Context: an optimization exercise on an open-source flow, tuned for small area. The choices shown serve that exercise and are no tape-out recipe. In this exercise RTL edits were held to simulation tests only and were not proved equivalent to the original. No driver is modelled on the clock port, so clocking that relies on it looks cheaper here than on a real chip. Power and IR drop assume default switching activity.

Setup of before:
==> module radar_display_top, before the edit <==
module radar_display_top (
	input logic clock,
	input logic arst_n,
	input logic signed [11:0] target_x,
	input logic signed [11:0] target_y,
	input logic target_load,
	output logic [23:0] pixel,
	output logic hsync,
	output logic vsync,
	output logic de
);
	function automatic logic [15:0] rca(input logic [15:0] a, input logic [15:0] b, input logic cin);
		logic c;
		c = cin;
		for (int i = 0; i < 16; i++) begin
			rca[i] = a[i] ^ b[i] ^ c;
			c = (a[i] & b[i]) | (c & (a[i] ^ b[i]));
		end
	endfunction
	function automatic logic ge(input logic [15:0] v, input logic [15:0] k);
		logic r;
		r = 1'b1;
		for (int i = 0; i < 16; i++)
			r = k[i] ? (v[i] & r) : (v[i] | r);
		ge = r;
	endfunction
	function automatic logic in_range(input logic [15:0] v, input logic [15:0] lo, input logic [15:0] hi);
		in_range = ge(v, lo) && ge(hi, v);
	endfunction
	logic [8:0] x;
	logic [7:0] w;
	logic first;
	logic [13:0] r_hi;
	wire x_end = (x == 9'd175);
	wire w_end = (w == 8'd168);
	wire at_origin = (x == 9'h160) && (w == 8'd177);
	always_ff @(posedge clock or negedge arst_n) begin
		if (!arst_n) begin
			x <= 9'd171;
			w <= 8'd168;
			first <= 1'b1;
		end else begin
			x <= x_end ? 9'h160 : 9'(rca(16'(x), 16'd0, 1'b1));
			if (x_end)
				w <= w_end ? 8'd177 : 8'(rca(16'(w), 16'd0, 1'b1));
			if (at_origin)
				first <= 1'b0;
		end
	end
	wire x_blank = !x[8] && ge(16'(x[7:0]), 16'd160);
	wire x_last = (x == 9'd159);
	wire w_neg = w[7] && (w[6] || w[5]);
	wire r0 = x[0] ^ w[0];
	logic [8:0] r_step;
	always_comb begin
		if (x_blank)
			r_step = '0;
		else if (x_last)
			r_step = {w_neg, w};
		else
			r_step = x;
	end
	wire r_cin = !x_blank && !x_last && r0;
	always_ff @(posedge clock) begin
		if (x_end && w_end)
			r_hi <= 14'd8720;  
		else
			r_hi <= 14'(rca(16'(r_hi), {{7{r_step[8]}}, r_step}, r_cin));
	end
	wire [14:0] r_sq = {r_hi, r0};
	wire s = x[8];
	wire [6:0] b = x[6:0] ^ {7{s}};
	wire [15:0] m15s = rca(16'(b[6:4]), 16'(b), s);
	wire [7:0] s15 = 8'(rca(16'(m15s[7:2]), 16'(w), s));
	wire [7:0] s45 = 8'(rca(16'(b), 16'(w), s));
	wire [15:0] m75 = rca({6'd0, b[5:0], 4'd0}, {10'd0, ~b[5:0]}, 1'b0);
	wire [9:0] g75 = 10'(rca(16'(m75[9:0]), {6'd0, w, 2'd0}, 1'b0));
	wire near75 = !b[6] && (s ? in_range(16'(g75), 16'd673, 16'd700) : in_range(16'(g75), 16'd691, 16'd718));
	wire line = in_range(16'(s15), 16'd159, 16'd161) ||
		in_range(16'(s45), 16'd159, 16'd161) ||
		near75;
	wire g_near = in_range(16'(w), 16'd32, 16'd184);
	wire g_5 = !in_range(16'(w), 16'd169, 16'd223);
	wire g_6 = in_range(16'(w), 16'd0, 16'd94) || in_range(16'(w), 16'd186, 16'd255);
	wire g_7 = !in_range(16'(w), 16'd25, 16'd184);
	wire ring = (g_near && (in_range(16'(r_sq), 16'd1216, 16'd1344) ||
			in_range(16'(r_sq), 16'd4224, 16'd4480) ||
			in_range(16'(r_sq), 16'd9344, 16'd9600) ||
			in_range(16'(r_sq), 16'd16512, 16'd16768))) ||
		(g_5 && in_range(16'(r_sq), 16'd25600, 16'd26112)) ||
		(g_6 && in_range(16'(r_sq), 16'd4096, 16'd4608)) ||
		(g_7 && in_range(16'(r_sq), 16'd17408, 16'd17920));
	wire x_in = s ? ge(16'(x[7:0]), 16'd125) : ge(16'd131, 16'(x[7:0]));
	wire y_in = ge(16'(w), 16'd181) || ge(16'd163, 16'(w));
	wire on_border = (s ? ge(16'd128, 16'(x[7:0])) : x[7]) ||
		in_range(16'(w), 16'd177, 16'd184) || in_range(16'(w), 16'd160, 16'd168);
	wire grid_on = x_in && y_in && (on_border || ring || line);
	wire tx_ok = (target_x[11:8] == {4{target_x[8]}});
	wire ty_ok = (target_y[11:8] == 4'h0) ? (target_y[7:2] != 6'h3f) :
		(target_y[11:8] == 4'hf) && (target_y[7:4] == 4'hf) && (target_y[3:2] != 2'b00);
	logic [8:0] pend_x;
	logic [7:0] pend_y;
	logic pend_ok;
	logic [8:0] act_x;
	logic [7:0] act_y;
	logic act_ok;
	wire swap = (x == 9'd171) && w_end;
	always_ff @(posedge clock) begin
		if (target_load) begin
			pend_x <= target_x[8:0];
			pend_y <= target_y[7:0];
		end
		if (swap) begin
			act_x <= pend_x;
			act_y <= pend_y;
		end
	end
	always_ff @(posedge clock or negedge arst_n) begin
		if (!arst_n) begin
			pend_ok <= 1'b0;
			act_ok <= 1'b0;
		end else begin
			if (target_load)
				pend_ok <= tx_ok && ty_ok;
			if (swap)
				act_ok <= pend_ok;
		end
	end
	wire [8:0] dx = 9'(rca(16'(x), 16'(~act_x), 1'b1));
	wire [7:0] sy = 8'(rca(16'(w), 16'(act_y), 1'b0));
	wire hit_x = (dx[8:3] == 6'd0 && dx[2:0] <= 3'd4) || (dx[8:2] == 7'h7f);
	wire hit_y = in_range(16'(sy), 16'd156, 16'd164);
	wire hit = act_ok && hit_x && hit_y;
	wire de_i = !first && (s || !ge(16'(x[7:0]), 16'd160)) && (ge(16'(w), 16'd177) || ge(16'd160, 16'(w)));
	assign de = de_i;
	assign hsync = !first && !s && in_range(16'(x[7:0]), 16'd164, 16'd171);
	assign vsync = (w == 8'd163) || (w == 8'd164);
	wire red = de_i && !hit && grid_on;
	wire green = de_i && hit;
	assign pixel = {{8{red}}, {8{green}}, 8'd0};
endmodule
clock: 8.0 ns
lec_check: 0
cap_margin: 20
core_margin: 2
core_utilization: 65
cts_buf_list: sky130_fd_sc_hd__clkbuf_4
place_density: 0.75
slew_margin: 20
standard.sh (not shown) runs the stock make flow with config.mk's settings and CLKGATE_MAP_FILE= SYNTH_SCRIPT=/design/flow/synth_recipe.tcl, a recipe that flattens the netlist after the stock synthesis.
==> flow/flow/run.sh <==
#!/bin/bash
set -euo pipefail
HERE=$(pwd)
R=$HERE/orfs/results/$FLOW_PLATFORM/radar_display_top/base
LIB=$FLOW_HOME/platforms/sky130hd/lib/sky130_fd_sc_hd__tt_025C_1v80.lib
YOSYS=$FLOW_HOME/../tools/install/yosys/bin/yosys
bash standard.sh synth > synth.log 2>&1
mkdir -p reopt
cp $R/1_2_yosys.v reopt/standard.v
python3 flow/fapol.py reopt/standard.v reopt/fapol.v > reopt/fapol.log 2>&1
python3 flow/mkmap.py $LIB reopt/fapol.v reopt/comb_map.v > reopt/mkmap.log 2>&1
cat > reopt/reopt.ys <<EOY
read_liberty -lib $LIB
read_verilog reopt/fapol.v
hierarchy -top $FLOW_TOP
techmap -map reopt/comb_map.v
techmap
opt -fast -purge
extract_fa -fa
techmap -map $FLOW_HOME/platforms/sky130hd/cells_adders_hd.v
techmap
opt -fast -purge
abc -liberty $LIB $(cat flow/dontuse.txt) -D $(python3 -c "print(int(float('$FLOW_PERIOD_NS')*1000))")
opt_clean -purge
splitnets
opt_clean -purge
hilomap -singleton -hicell sky130_fd_sc_hd__conb_1 HI -locell sky130_fd_sc_hd__conb_1 LO
insbuf -buf sky130_fd_sc_hd__buf_4 A X
check -assert
stat -liberty $LIB
write_verilog -noattr -nohex -nodec reopt/reopt.v
EOY
$YOSYS -s reopt/reopt.ys > reopt/yosys.log 2>&1
cp reopt/reopt.v $R/1_2_yosys.v
bash standard.sh synth > synth_odb.log 2>&1
export BUFFER_PORTS_ARGS="-buffer_cell sky130_fd_sc_hd__buf_1"
export SKIP_REPAIR_TIE_FANOUT=1
export POST_CTS_TCL=$HERE/flow/post_cts.tcl
export CTS_ARGS="-sink_clustering_enable -repair_clock_nets -dont_use_dummy_load -buf_list sky130_fd_sc_hd__clkbuf_4"
bash standard.sh finish > layout.log 2>&1
Other scripts of this flow, unchanged in this note and not shown: flow/flow/dontuse.txt, flow/flow/fapol.py, flow/flow/mkmap.py, flow/flow/post_cts.tcl
Input changes introduced in after (baseline for comparison: before):
-- flow/design.v --
<<< before, line 75
	wire [15:0] m15s = rca(16'(b[6:4]), 16'(b), s);
	wire [7:0] s15 = 8'(rca(16'(m15s[7:2]), 16'(w), s));
	wire [7:0] s45 = 8'(rca(16'(b), 16'(w), s));
	wire [15:0] m75 = rca({6'd0, b[5:0], 4'd0}, {10'd0, ~b[5:0]}, 1'b0);
	wire [9:0] g75 = 10'(rca(16'(m75[9:0]), {6'd0, w, 2'd0}, 1'b0));
	wire near75 = !b[6] && (s ? in_range(16'(g75), 16'd673, 16'd700) : in_range(16'(g75), 16'd691, 16'd718));
	wire line = in_range(16'(s15), 16'd159, 16'd161) ||
		in_range(16'(s45), 16'd159, 16'd161) ||
		near75;
	wire g_near = in_range(16'(w), 16'd32, 16'd184);
>>> after, line 75
	wire [15:0] m15s = rca(16'(b[6:4]), 16'(b), s);
	wire [7:0] s15 = 8'(rca(16'(m15s[7:2]), 16'(w), s));
	wire [7:0] s45 = 8'(rca(16'(b), 16'(w), 1'b0));
	wire [15:0] m75 = rca({6'd0, b[5:0], 4'd0}, {10'd0, ~b[5:0]}, 1'b0);
	wire [9:0] g75 = 10'(rca(16'(m75[9:0]), {6'd0, w, 2'd0}, 1'b0));
	wire near75 = !b[6] && (s ? in_range(16'(g75), 16'd673, 16'd700) : in_range(16'(g75), 16'd691, 16'd718));
	wire line = in_range(16'(s15), 16'd159, 16'd161) ||
		(s ? in_range(16'(s45), 16'd158, 16'd160) : in_range(16'(s45), 16'd159, 16'd161)) ||
		near75;
	wire g_near = in_range(16'(w), 16'd32, 16'd184);
==> summary.txt <==
- Clock share of power: before and after compared, higher one is before
- Comparing before and after, the higher via count of the first global-routing pass was measured on before.
- Status: internal cell power parity (before, after)
- after vs. before: count of placed standard cells in the final layout, fillers left out decreased 1.2%, post-route cell area decreased by 1.6% relative to the old numbers, core box area did not really move, utilization after layout lower.
- Run comparison: after launch point of the critical path x[3]$_DFF_PN1_; before launch point of the critical path x[0]$_DFF_PN1_
- after ends up with a share of cell area taken by multi-input logic gates that is 0.26 points lower than in before.
- before has a higher first-pass GRT wire length than after.
- The final reports for after and before show post-placement cell area lower in the former.
- Sort before and after by combinational power, ascending, and before comes first.

-- what the ideal ports hide --
No port has a modelled driver above. Below, the same layouts with a new extraction and two added sets of constraints. Step 1 (the two cells are an assumption about what drives the block):
set clk [get_ports {clock}]
set_driving_cell -lib_cell sky130_fd_sc_hd__clkbuf_16 $clk
set_driving_cell -lib_cell sky130_fd_sc_hd__buf_2 [delete_from_list [all_inputs] $clk]
Step 2 also shifts input and output timing later by t, the mid clock arrival at the registers, as if the neighbouring blocks saw the same clock. Three values: ideal ports, drivers, drivers and shift; two values: the first two.
run | t, ns | setup slack, ns | clock arrival spread, ns | slew at the worst register clock pin (ns)
before | 0.447 | 0.493 / 0.493 / 0.493 | 0.030 / 0.030 | 0.11 / 0.11
after | 0.432 | 0.441 / 0.441 / 0.441 | 0.036 / 0.035 | 0.11 / 0.11
After both steps setup and hold are still met in every run listed.
